What follows belongs to an exercise in optimizing a design on an open flow for small area, a short achievable clock period and few clock cycles per item; a production flow would make more cautious choices. The RTL was checked by simulation tests, not by an equivalence proof against the original design. No activity file was given, so power comes from the tool's default toggle rates.

**design/flow/config.mk**
```make
export PLATFORM = sky130hd
export DESIGN_NAME = rect_edge_conditional_median_unit
export DESIGN_NICKNAME = rect_edge_conditional_median_unit
export VERILOG_FILES = /design/flow/design.v
export SDC_FILE = /design/flow/constraint.sdc
export NUM_CORES = 4
export LEC_CHECK = 0
export CAP_MARGIN = 20
export CORE_MARGIN = 2
export CORE_UTILIZATION = 40
export SLEW_MARGIN = 20
```
**design/flow/design.v**
```verilog
`default_nettype none
package recm_pkg;
  localparam int IMAGE_SIDE   = 64;
  localparam int LINE_AW      = $clog2(IMAGE_SIDE);
  localparam int FRAME_PIXELS = IMAGE_SIDE * IMAGE_SIDE;
  localparam int LAG          = IMAGE_SIDE + 1;
  localparam int ADV_LAST     = FRAME_PIXELS + IMAGE_SIDE;
  localparam int POS_W        = $clog2(ADV_LAST + 1);
  localparam int Q_W          = $clog2(FRAME_PIXELS);
  localparam int CNT_W        = $clog2(FRAME_PIXELS + 1);
  localparam int FLUSH_W      = $clog2(LAG);
  localparam int PIX_W        = 8;
  localparam int WIN_N        = 8;
  localparam int MQ_DEPTH     = 4;
  localparam int MQ_AW        = $clog2(MQ_DEPTH);
  localparam int MQ_CW        = $clog2(MQ_DEPTH + 1);
  localparam int OQ_DEPTH     = 8;
  localparam int OQ_AW        = $clog2(OQ_DEPTH);
  localparam int OQ_CW        = $clog2(OQ_DEPTH + 1);
  localparam int SORT_STAGES  = 3;
  localparam int SORT_CW      = $clog2(SORT_STAGES + 1);
  localparam int INFL_W       = $clog2(SORT_STAGES + 2);
  localparam logic MODE_PIXEL = 1'b0;
  localparam logic MODE_FLUSH = 1'b1;
  localparam int CFG_IDX_W = 3;
  localparam logic [CFG_IDX_W-1:0] CFG_RECT_LEFT   = 3'd0;
  localparam logic [CFG_IDX_W-1:0] CFG_RECT_TOP    = 3'd1;
  localparam logic [CFG_IDX_W-1:0] CFG_RECT_WIDTH  = 3'd2;
  localparam logic [CFG_IDX_W-1:0] CFG_RECT_HEIGHT = 3'd3;
  localparam logic [CFG_IDX_W-1:0] CFG_BG_MEAN     = 3'd4;
  localparam int CORNER_W = 6;
  localparam int LEN_W    = 7;
  typedef logic [PIX_W-1:0] pix_t;
  typedef struct packed {
    logic [CORNER_W-1:0] rect_left;
    logic [CORNER_W-1:0] rect_top;
    logic [LEN_W-1:0]    rect_width;
    logic [LEN_W-1:0]    rect_height;
    pix_t                background_mean;
  } cfg_t;
  typedef struct packed {
    logic has_result;
    pix_t pixel;
  } mid_item_t;
  typedef logic [WIN_N-1:0][PIX_W-1:0] win_t;
  typedef struct packed {
    logic               filt;
    pix_t               centre;
    logic               last;
    logic [LINE_AW-1:0] addr;
  } meta_t;
  typedef struct packed {
    logic  valid;
    meta_t meta;
    win_t  vals;
  } sort_req_t;
  typedef struct packed {
    logic  valid;
    meta_t meta;
    pix_t  lo;
    pix_t  hi;
  } sort_res_t;
  typedef struct packed {
    logic [CNT_W-1:0] in_count;
  } front_stat_t;
  typedef struct packed {
    logic [OQ_CW-1:0]  oq_count;
    logic [INFL_W-1:0] inflight;
  } back_stat_t;
endpackage
`default_nettype wire
`default_nettype none
module recm_front (
  input  wire logic              clk,
  input  wire logic              rst,
  input  wire logic              push,
  input  wire logic              mode,
  input  wire recm_pkg::pix_t    pixel_in,
  output logic                   full,
  output recm_pkg::mid_item_t    head,
  output logic                   head_valid,
  input  wire logic              head_pop,
  output recm_pkg::front_stat_t  stat
);
  logic [recm_pkg::CNT_W-1:0]   in_count;
  logic [recm_pkg::FLUSH_W-1:0] fl_count;
  logic [recm_pkg::PIX_W:0]     mq [0:recm_pkg::MQ_DEPTH-1];
  logic [recm_pkg::MQ_AW-1:0]   wp;
  logic [recm_pkg::MQ_AW-1:0]   rp;
  logic [recm_pkg::MQ_CW-1:0]   count;
  logic      accept;
  logic      keep;
  logic      frame_in;
  logic      enq;
  logic      deq;
  recm_pkg::mid_item_t item;
  assign full       = (count == recm_pkg::MQ_CW'(recm_pkg::MQ_DEPTH));
  assign accept     = push && !full;
  assign frame_in   = (in_count == recm_pkg::CNT_W'(recm_pkg::FRAME_PIXELS));
  assign head       = mq[rp];
  assign head_valid = (count != '0);
  assign deq        = head_pop && head_valid;
  assign enq        = accept && keep;
  assign stat.in_count = in_count;
  always_comb begin
    item.pixel = pixel_in;
    unique case (mode)
      recm_pkg::MODE_PIXEL: begin
        keep            = !frame_in;
        item.has_result = (in_count >= recm_pkg::CNT_W'(recm_pkg::LAG));
      end
      recm_pkg::MODE_FLUSH: begin
        keep            = frame_in;
        item.has_result = 1'b1;
      end
      default: begin
        keep            = 1'b0;
        item.has_result = 1'b0;
      end
    endcase
  end
  always_ff @(posedge clk) begin
    if (rst) begin
      in_count <= '0;
      fl_count <= '0;
    end else if (enq) begin
      if (mode == recm_pkg::MODE_PIXEL) begin
        in_count <= in_count + recm_pkg::CNT_W'(1);
      end else if (fl_count == recm_pkg::FLUSH_W'(recm_pkg::LAG - 1)) begin
        in_count <= '0;
        fl_count <= '0;
      end else begin
        fl_count <= fl_count + recm_pkg::FLUSH_W'(1);
      end
    end
  end
  always_ff @(posedge clk) begin
    if (rst) begin
      wp    <= '0;
      rp    <= '0;
      count <= '0;
    end else begin
      if (enq) begin
        wp <= wp + recm_pkg::MQ_AW'(1);
      end
      if (deq) begin
        rp <= rp + recm_pkg::MQ_AW'(1);
      end
      count <= count + recm_pkg::MQ_CW'(enq) - recm_pkg::MQ_CW'(deq);
    end
  end
  always_ff @(posedge clk) begin
    if (enq) begin
      mq[wp] <= item;
    end
  end
endmodule
`default_nettype wire
`default_nettype none
module recm_sort (
  input  wire logic                  clk,
  input  wire logic                  rst,
  input  wire recm_pkg::sort_req_t   req,
  output recm_pkg::sort_res_t        res,
  output logic [recm_pkg::SORT_CW-1:0] pending
);
  logic  va;
  logic  vb;
  logic  vc;
  logic [recm_pkg::WIN_N*recm_pkg::PIX_W-1:0] vals_a;
  logic [recm_pkg::WIN_N*recm_pkg::PIX_W-1:0] vals_b;
  logic [recm_pkg::WIN_N*recm_pkg::PIX_W-1:0] vals_c;
  recm_pkg::meta_t meta_a;
  recm_pkg::meta_t meta_b;
  recm_pkg::meta_t meta_c;
  function automatic logic [recm_pkg::WIN_N*recm_pkg::PIX_W-1:0] cas(input logic [recm_pkg::WIN_N*recm_pkg::PIX_W-1:0] a, input logic [2:0] i, input logic [2:0] j);
    logic [recm_pkg::WIN_N*recm_pkg::PIX_W-1:0] r;
    recm_pkg::pix_t ai;
    recm_pkg::pix_t aj;
    r  = a;
    ai = r[i*recm_pkg::PIX_W +: recm_pkg::PIX_W];
    aj = r[j*recm_pkg::PIX_W +: recm_pkg::PIX_W];
    if (ai > aj) begin
      r[i*recm_pkg::PIX_W +: recm_pkg::PIX_W] = aj;
      r[j*recm_pkg::PIX_W +: recm_pkg::PIX_W] = ai;
    end
    cas = r;
  endfunction
  function automatic logic [recm_pkg::WIN_N*recm_pkg::PIX_W-1:0] layers_a(input logic [recm_pkg::WIN_N*recm_pkg::PIX_W-1:0] a);
    logic [recm_pkg::WIN_N*recm_pkg::PIX_W-1:0] r;
    r = a;
    r = cas(r, 3'd0, 3'd1);
    r = cas(r, 3'd2, 3'd3);
    r = cas(r, 3'd4, 3'd5);
    r = cas(r, 3'd6, 3'd7);
    r = cas(r, 3'd0, 3'd2);
    r = cas(r, 3'd1, 3'd3);
    r = cas(r, 3'd4, 3'd6);
    r = cas(r, 3'd5, 3'd7);
    layers_a = r;
  endfunction
  function automatic logic [recm_pkg::WIN_N*recm_pkg::PIX_W-1:0] layers_b(input logic [recm_pkg::WIN_N*recm_pkg::PIX_W-1:0] a);
    logic [recm_pkg::WIN_N*recm_pkg::PIX_W-1:0] r;
    r = a;
    r = cas(r, 3'd1, 3'd2);
    r = cas(r, 3'd5, 3'd6);
    r = cas(r, 3'd0, 3'd4);
    r = cas(r, 3'd1, 3'd5);
    r = cas(r, 3'd2, 3'd6);
    r = cas(r, 3'd3, 3'd7);
    layers_b = r;
  endfunction
  function automatic logic [recm_pkg::WIN_N*recm_pkg::PIX_W-1:0] layers_c(input logic [recm_pkg::WIN_N*recm_pkg::PIX_W-1:0] a);
    logic [recm_pkg::WIN_N*recm_pkg::PIX_W-1:0] r;
    r = a;
    r = cas(r, 3'd2, 3'd4);
    r = cas(r, 3'd3, 3'd5);
    r = cas(r, 3'd1, 3'd2);
    r = cas(r, 3'd3, 3'd4);
    r = cas(r, 3'd5, 3'd6);
    layers_c = r;
  endfunction
  always_ff @(posedge clk) begin
    if (rst) begin
      va <= 1'b0;
      vb <= 1'b0;
      vc <= 1'b0;
    end else begin
      va <= req.valid;
      vb <= va;
      vc <= vb;
    end
  end
  always_ff @(posedge clk) begin
    vals_a <= layers_a(req.vals);
    meta_a <= req.meta;
    vals_b <= layers_b(vals_a);
    meta_b <= meta_a;
    vals_c <= layers_c(vals_b);
    meta_c <= meta_b;
  end
  assign res.valid = vc;
  assign res.meta  = meta_c;
  assign res.lo    = vals_c[3*recm_pkg::PIX_W +: recm_pkg::PIX_W];
  assign res.hi    = vals_c[4*recm_pkg::PIX_W +: recm_pkg::PIX_W];
  assign pending   = recm_pkg::SORT_CW'(va) + recm_pkg::SORT_CW'(vb) + recm_pkg::SORT_CW'(vc);
endmodule
`default_nettype wire
`default_nettype none
module recm_back (
  input  wire logic                clk,
  input  wire logic                rst,
  input  wire recm_pkg::cfg_t      cfg,
  input  wire recm_pkg::mid_item_t head,
  input  wire logic                head_valid,
  output logic                     head_pop,
  output recm_pkg::pix_t           pixel_out,
  output logic                     frame_last,
  output logic                     empty,
  input  wire logic                pop,
  output recm_pkg::back_stat_t     stat
);
  localparam int EDGE_W = recm_pkg::LEN_W + 2;
  logic [recm_pkg::POS_W-1:0]   adv_pos;
  logic [recm_pkg::POS_W-1:0]   adv_pos_next;
  logic [recm_pkg::POS_W-1:0]   q_full;
  logic               issue;
  logic               credit_ok;
  logic [recm_pkg::INFL_W-1:0]  inflight;
  logic [recm_pkg::SORT_CW-1:0] pending;
  recm_pkg::pix_t raw_mem  [0:recm_pkg::IMAGE_SIDE-1];
  recm_pkg::pix_t filt_mem [0:recm_pkg::IMAGE_SIDE-1];
  recm_pkg::pix_t raw_rd;
  recm_pkg::pix_t filt_rd;
  logic [recm_pkg::LINE_AW-1:0] rd_addr;
  logic [recm_pkg::LINE_AW-1:0] wr_addr;
  recm_pkg::pix_t top0;
  recm_pkg::pix_t top1;
  recm_pkg::pix_t top2;
  recm_pkg::pix_t mid_c;
  recm_pkg::pix_t mid_r;
  recm_pkg::pix_t bot0;
  recm_pkg::pix_t bot1;
  recm_pkg::pix_t bot2;
  logic           v0;
  logic [recm_pkg::Q_W-1:0] q0;
  logic [recm_pkg::LINE_AW-1:0] row;
  logic [recm_pkg::LINE_AW-1:0] col;
  logic      interior;
  logic      on_rect;
  recm_pkg::sort_req_t req;
  recm_pkg::sort_res_t res;
  recm_pkg::pix_t      last_v;
  recm_pkg::pix_t      med;
  recm_pkg::pix_t      result;
  recm_pkg::pix_t             oq_pix  [0:recm_pkg::OQ_DEPTH-1];
  logic             oq_last [0:recm_pkg::OQ_DEPTH-1];
  logic [recm_pkg::OQ_AW-1:0] oq_wp;
  logic [recm_pkg::OQ_AW-1:0] oq_rp;
  logic [recm_pkg::OQ_CW-1:0] oq_count;
  logic             oq_pop;
  function automatic logic on_edge(input logic [recm_pkg::LINE_AW-1:0] v,
                                   input logic [recm_pkg::CORNER_W-1:0] start,
                                   input logic [recm_pkg::LEN_W-1:0] len);
    logic [EDGE_W-1:0] vv;
    logic [EDGE_W-1:0] sv;
    logic [EDGE_W-1:0] far;
    vv  = EDGE_W'(v);
    sv  = EDGE_W'(start);
    far = sv + EDGE_W'(len);
    on_edge = (vv == sv) || (vv == sv + EDGE_W'(1)) ||
           (vv == far - EDGE_W'(1)) || (vv == far - EDGE_W'(2));
  endfunction
  assign inflight  = recm_pkg::INFL_W'(v0) + recm_pkg::INFL_W'(pending);
  assign credit_ok = ((recm_pkg::OQ_CW + 1)'(oq_count) + (recm_pkg::OQ_CW + 1)'(inflight)) <
                     (recm_pkg::OQ_CW + 1)'(recm_pkg::OQ_DEPTH);
  assign issue     = head_valid && (!head.has_result || credit_ok);
  assign head_pop  = issue;
  always_comb begin
    adv_pos_next = adv_pos;
    if (issue) begin
      if (adv_pos == recm_pkg::POS_W'(recm_pkg::ADV_LAST)) begin
        adv_pos_next = '0;
      end else begin
        adv_pos_next = adv_pos + recm_pkg::POS_W'(1);
      end
    end
  end
  assign q_full  = adv_pos - recm_pkg::POS_W'(recm_pkg::LAG);
  assign rd_addr = adv_pos_next[recm_pkg::LINE_AW-1:0];
  assign wr_addr = adv_pos[recm_pkg::LINE_AW-1:0];
  always_ff @(posedge clk) begin
    if (rst) begin
      adv_pos <= '0;
      v0      <= 1'b0;
    end else begin
      adv_pos <= adv_pos_next;
      v0      <= issue && head.has_result;
    end
  end
  always_ff @(posedge clk) begin
    raw_rd <= raw_mem[rd_addr];
    if (issue) begin
      raw_mem[wr_addr] <= head.pixel;
    end
  end
  always_ff @(posedge clk) begin
    filt_rd <= filt_mem[rd_addr];
    if (res.valid) begin
      filt_mem[res.meta.addr] <= result;
    end
  end
  always_ff @(posedge clk) begin
    if (issue) begin
      top0  <= top1;
      top1  <= top2;
      top2  <= filt_rd;
      mid_c <= mid_r;
      mid_r <= raw_rd;
      bot0  <= bot1;
      bot1  <= bot2;
      bot2  <= head.pixel;
      q0    <= q_full[recm_pkg::Q_W-1:0];
    end
  end
  assign row      = q0[recm_pkg::Q_W-1:recm_pkg::LINE_AW];
  assign col      = q0[recm_pkg::LINE_AW-1:0];
  assign interior = (row != '0) && (row != recm_pkg::LINE_AW'(recm_pkg::IMAGE_SIDE - 1)) &&
                    (col != '0) && (col != recm_pkg::LINE_AW'(recm_pkg::IMAGE_SIDE - 1));
  assign on_rect  = on_edge(row, cfg.rect_top, cfg.rect_height) ||
                    on_edge(col, cfg.rect_left, cfg.rect_width);
  always_comb begin
    req.valid       = v0;
    req.meta.filt   = interior && on_rect && (mid_c > cfg.background_mean);
    req.meta.centre = mid_c;
    req.meta.last   = (q0 == recm_pkg::Q_W'(recm_pkg::FRAME_PIXELS - 1));
    req.meta.addr   = q0[recm_pkg::LINE_AW-1:0];
    req.vals        = {bot2, bot1, bot0, mid_r, mid_c, top2, top1, top0};
  end
  recm_sort u_sort (
    .clk     (clk),
    .rst     (rst),
    .req     (req),
    .res     (res),
    .pending (pending)
  );
  always_comb begin
    if (last_v <= res.lo) begin
      med = res.lo;
    end else if (last_v >= res.hi) begin
      med = res.hi;
    end else begin
      med = last_v;
    end
    result = res.meta.filt ? med : res.meta.centre;
  end
  always_ff @(posedge clk) begin
    if (res.valid) begin
      last_v <= result;
    end
  end
  assign oq_pop     = pop && !empty;
  assign empty      = (oq_count == '0);
  assign pixel_out  = oq_pix[oq_rp];
  assign frame_last = oq_last[oq_rp];
  always_ff @(posedge clk) begin
    if (rst) begin
      oq_wp    <= '0;
      oq_rp    <= '0;
      oq_count <= '0;
    end else begin
      if (res.valid) begin
        oq_wp <= oq_wp + recm_pkg::OQ_AW'(1);
      end
      if (oq_pop) begin
        oq_rp <= oq_rp + recm_pkg::OQ_AW'(1);
      end
      oq_count <= oq_count + recm_pkg::OQ_CW'(res.valid) - recm_pkg::OQ_CW'(oq_pop);
    end
  end
  always_ff @(posedge clk) begin
    if (res.valid) begin
      oq_pix[oq_wp]  <= result;
      oq_last[oq_wp] <= res.meta.last;
    end
  end
  assign stat.oq_count = oq_count;
  assign stat.inflight = inflight;
endmodule
`default_nettype wire
`default_nettype none
module rect_edge_conditional_median_unit (
  input  wire logic                              clk,
  input  wire logic                              rst,
  input  wire logic                              push,
  input  wire logic                              mode,
  input  wire logic [recm_pkg::PIX_W-1:0]        pixel_in,
  output logic                                   full,
  output logic                                   empty,
  input  wire logic                              pop,
  output logic [recm_pkg::PIX_W-1:0]             pixel_out,
  output logic                                   frame_last,
  input  wire logic                              cfg_write,
  input  wire logic [recm_pkg::CFG_IDX_W-1:0]    cfg_index,
  input  wire logic [recm_pkg::PIX_W-1:0]        cfg_data
);
  recm_pkg::cfg_t        cfg;
  recm_pkg::mid_item_t   head;
  logic        head_valid;
  logic        head_pop;
  recm_pkg::front_stat_t front_st;
  recm_pkg::back_stat_t  back_st;
  always_ff @(posedge clk) begin
    if (rst) begin
      cfg <= '0;
    end else if (cfg_write) begin
      unique case (cfg_index)
        recm_pkg::CFG_RECT_LEFT:   cfg.rect_left       <= cfg_data[recm_pkg::CORNER_W-1:0];
        recm_pkg::CFG_RECT_TOP:    cfg.rect_top        <= cfg_data[recm_pkg::CORNER_W-1:0];
        recm_pkg::CFG_RECT_WIDTH:  cfg.rect_width      <= cfg_data[recm_pkg::LEN_W-1:0];
        recm_pkg::CFG_RECT_HEIGHT: cfg.rect_height     <= cfg_data[recm_pkg::LEN_W-1:0];
        recm_pkg::CFG_BG_MEAN:     cfg.background_mean <= cfg_data;
        default: begin
        end
      endcase
    end
  end
  recm_front u_front (
    .clk        (clk),
    .rst        (rst),
    .push       (push),
    .mode       (mode),
    .pixel_in   (pixel_in),
    .full       (full),
    .head       (head),
    .head_valid (head_valid),
    .head_pop   (head_pop),
    .stat       (front_st)
  );
  recm_back u_back (
    .clk        (clk),
    .rst        (rst),
    .cfg        (cfg),
    .head       (head),
    .head_valid (head_valid),
    .head_pop   (head_pop),
    .pixel_out  (pixel_out),
    .frame_last (frame_last),
    .empty      (empty),
    .pop        (pop),
    .stat       (back_st)
  );
endmodule
`default_nettype wire
```
**design/flow/run.sh**
```bash
#!/bin/bash
# synth_recipe.tcl (not shown) runs the flow's synth.tcl, then flattens the netlist and writes it again
# the make line also repeats each setting of config.mk as NAME=value (left out here)
make -C /OpenROAD-flow-scripts/flow DESIGN_CONFIG=/design/flow/config.mk WORK_HOME=/design/flow/orfs CLKGATE_MAP_FILE= SYNTH_SCRIPT=/design/flow/synth_recipe.tcl finish
```
**design/flow/constraint.sdc**
```tcl
create_clock -name core_clock -period 4.5 [get_ports {clk}]
set_input_delay 0.9000 -clock core_clock [delete_from_list [all_inputs] [get_ports {clk}]]
set_output_delay 0.9000 -clock core_clock [all_outputs]
set_load 0.01 [all_outputs]
```
==> results_dict.tcl <==
set metrics [dict create \
    synth_commonest_cells "edfxtp_1, mux2i_1, nand2_1, nor2_1, dfxtp_1" \
    ir_drop_mv 0.612 \
    min_path_cells 0 \
    setup_viol 0 \
    fmax_mhz 234 \
    multi_input_area_um2 20000 \
    holdWs_ns 0.322 \
    run_status "complete, no violations" \
    arrival_ns 4.95 \
    drt-pass1-iter-count 6 \
    relSlewSlack_pct 30.2 \
    worst_pin_slew_ns 1.04 \
    avgSynthCellArea_um2 14.2 \
    synth.distinct_cells 82 \
    seq_area_um2 41900 \
    hpwl_mm 101 \
    power.density_cell_area_nw_per_um2 800 \
    crit_path_start_kind "flip-flop" \
    first_global_vias 37000 \
    gp_congestion 0.851 \
    synth-edff-count 1216 \
    min_period_ns 4.27 \
    die_width_um 402 \
    yosysTopAreaCell "edfxtp_1" \
    drive_gt1_share_pct 11.9 \
    ant_nets 0 \
    dieHeight_um 402 \
    grt_max_degree 79 \
    worstHoldStart "u_back.u_sort.meta_a[14]" \
    holdPathEnd "u_back.u_sort.meta_b[14]" \
    cts_tree "done" \
    final_cell_area_um2 72600 \
    fillCellCount 13700 \
    reg2reg_slack_ns 0.23 \
    reg2reg_from "u_back.oq_count[0]" \
    gr-total-overflow 0 \
    start_util_pct 40.2 \
    ys_seq_area_share_pct 66.0 \
    pre_cts_ws_ns -0.174 \
    grt_pass1_wl_mm 233 \
    antenna_found_initial 1 \
    areaGrowthSynthToFinish_pct 14.4 \
    worst_slack_ns 0.225 \
    cts.sinks 1485 \
    die_area_um2 162000 \
    routed_via_density 5.46 \
    cts_root_buf "clkbuf_16" \
    vias 37400 \
    ys.flop_type "edfxtp_1" \
    syn_area_um2 63500 \
    antenna_cells 0 \
    power_leakage_nw 26.8 \
    min_period_over_period_pct 95.0 \
    reg2reg_to "u_back.raw_rd[7]" \
    num_rows 146 \
    wl_per_cell_um 22.6 \
    design.core.area_um2 158000 \
    port_buffers 35 \
    netlist_instances 4485 \
    cts_max_level 4 \
    async_flop_share_pct 0 \
    end_kind "flip-flop" \
    path_class "reg2reg" \
    hp-class "reg2reg" \
    critPathMaxFanout 38 \
    synth_area_leaders "edfxtp_1, dfxtp_1, mux2i_1" \
    drc 0 \
    ys_ff_latch 1485 \
    synth_nets 4716 \
    drv_cap 0 \
    wl_mm 155 \
    report.final.slew_viol_count 0 \
    placed_area_um2 67300 \
    synth-warning-count 4 \
    drt_iter0_markers 3371 \
    ctsHoldBuffers 0 \
    netlist.area_leader.share_pct 57.5 \
    yosysMostFrequentCell "edfxtp_1" \
    clk_path_buf_depth 3 \
    clock_skew_ns 0.0338 \
    fin_nets 4878 \
    cp_data_required_time_ns 5.17 \
    ff2ff_path_depth 13 \
    final-hold-violation-count 0 \
    path_clk_slew_ns 0.06 \
    ioPinCount 36 \
    numCtsBuffers 157 \
    grt.total_usage_pct 18.9 \
    clk_latency_ns 0.79 \
]
## layout by cell type, fill, tap and decap left out, types with 12 or more instances in the layout
| cell | n |
|---|---|
| o21a_1 | 28 |
| nor4_1 | 64 |
| a31oi_1 | 47 |
| a32oi_1 | 34 |
| a21o_1 | 76 |
| a211oi_2 | 12 |
| clkbuf_1 | 36 |
| mux2_2 | 18 |
| xnor2_1 | 43 |
| xor2_1 | 42 |
| inv_1 | 198 |
| clkbuf_16 | 168 |
| clkbuf_8 | 13 |
| edfxtp_1 | 1216 |
| a221o_1 | 94 |
| o21ai_0 | 73 |
| clkinv_2 | 20 |
| a21oi_1 | 211 |
| clkinv_1 | 26 |
| nand2b_1 | 29 |
| a211oi_1 | 43 |
| mux4_2 | 74 |
| nand2_1 | 301 |
| nand4_1 | 20 |
| and3_1 | 41 |
| ha_1 | 201 |
| nor2b_1 | 91 |
| buf_4 | 149 |
| dfxtp_1 | 269 |
| clkdlybuf4s50_1 | 34 |
| nor3_1 | 24 |
| buf_12 | 30 |
| mux2i_1 | 465 |
| nor2_1 | 280 |
| nand3_1 | 109 |
## routing by layer
metal | global-route usage (%) | vias up | wire [µm]
li1 | - | 17300 | -
met2 | 30.6 | 1071 | 73200
met3 | 3.00 | 220 | 8580
met1 | 26.3 | 18800 | 69100
met4 | 5.33 | 0 | 3960
met5 | 0 | - | 0
## repair_timing
action	4_1_cts	5_1_grt
hold endpoints to repair	0	0
gates resized for setup	3	12
pin swaps	0	2
endpoints found under the setup margin	3	45
buffers inserted	0	1
## area by class of cell
class | instances | area share, %
sequential | 1485 | 57.7
multi-input combinational | 2587 | 27.6
clock buffer | 217 | 6.22
tap | 2072 | 3.57
timing repair buffer | 217 | 2.90
inverter | 199 | 1.03
clock inverter | 74 | 0.989
## state kept, by name, summed over array words and instances (netlist names), 12 cells and up, named ones only
register              cells
cfg                      34
u_back.adv_pos           13
u_back.filt_mem         512
u_back.oq_pix            64
u_back.q0                12
u_back.raw_mem          512
u_back.u_sort.meta_a     16
u_back.u_sort.meta_b     16
u_back.u_sort.meta_c     16
u_back.u_sort.vals_a     64
u_back.u_sort.vals_b     32
u_back.u_sort.vals_c     16
u_front.in_count         13
u_front.mq               36
## cells by family after synthesis
group                      synth area share (%)
muxes                                      10.3
AOI/OAI and AO/OA                          7.71
DFF                                        66.0
and+or+nand+nor                            7.65
buffers and inverters                      2.92
adders and majority gates                  4.12
xor gates and xnor gates                   1.28
## report_power, final
| group | internal (mW) | switching (mW) |
|---|---|---|
| Sequential | 18.4 | 1.24 |
| Combinational | 10.3 | 15.2 |
| Clock | 7.58 | 5.39 |
## critical path, cell delays in order, from the launching register on
cell      delay, ns
dfxtp_1        0.33
fa_1           0.49
ha_1           0.32
a211oi_2       0.36
o31ai_4        0.19
o211a_4        0.28
nor2_4         0.16
buf_12         0.23
buf_16         0.27
mux4_2         0.60
nor2b_1        0.16
nor4_1         0.47
buf_4          0.20
nor4_1         0.04
## per-stage QoR
step,util [%],cells,power [mW],setup TNS [ns]
6_report,46.0,6851,58.1,0
3_5_place_dp,42.6,6558,45.4,-0.280
5_1_grt,46.0,6851,61.5,-0.00776
2_1_floorplan,-,4485,37.2,0
4_1_cts,45.9,6849,58.4,0
3_3_place_gp,42.6,6558,45.0,-0.194
## worst max-delay path by stage
stage | from | end | slack (ns)
after floorplan | u_back.top0[1] | u_back.u_sort.vals_a[10] | 0.03
after global placement | u_back.oq_count[0] | u_back.raw_rd[7] | -0.17
after detailed placement | u_back.oq_count[0] | u_back.raw_rd[7] | -0.17
after CTS | u_back.oq_count[0] | u_back.raw_rd[2] | 0.008
after global routing | u_back.oq_count[0] | u_back.raw_rd[1] | -0.008
final | u_back.oq_count[0] | u_back.raw_rd[7] | 0.23
Testbench counts, summed over its fixed seeds: cycles 33,312, items 32,768.

separate check: timing with driven ports:
The results above use ideal ports. As a check the final layout listed here was re-extracted and re-timed, cells and wires unchanged. Step 1: set_driving_cell puts a clkbuf_16 on clk and a buf_2 on each other input, an assumption about the parent block. Step 2 adds t to the input delays and takes it off the output delays; t is the mean of the earliest and latest rising clock arrival at the registers after step 1. Input paths then give back, and output paths get back, about the clock's delay inside the block. Slacks: ideal ports / drivers / drivers and shift; pairs: ideal ports / drivers.
shift t [ns]: 0.855
slack for setup (ns): 0.225 / 0.225 / 0.225
worst setup path after step 2: register to register
slew at the worst register clock pin (ns): 0.07 / 0.07
worst data-port slew with drivers (ns): 0.05
After both steps setup and hold are still met in this run. For this run, drivers alone change the setup slack by 0.000 ns; drivers and shift together by 0.000 ns.
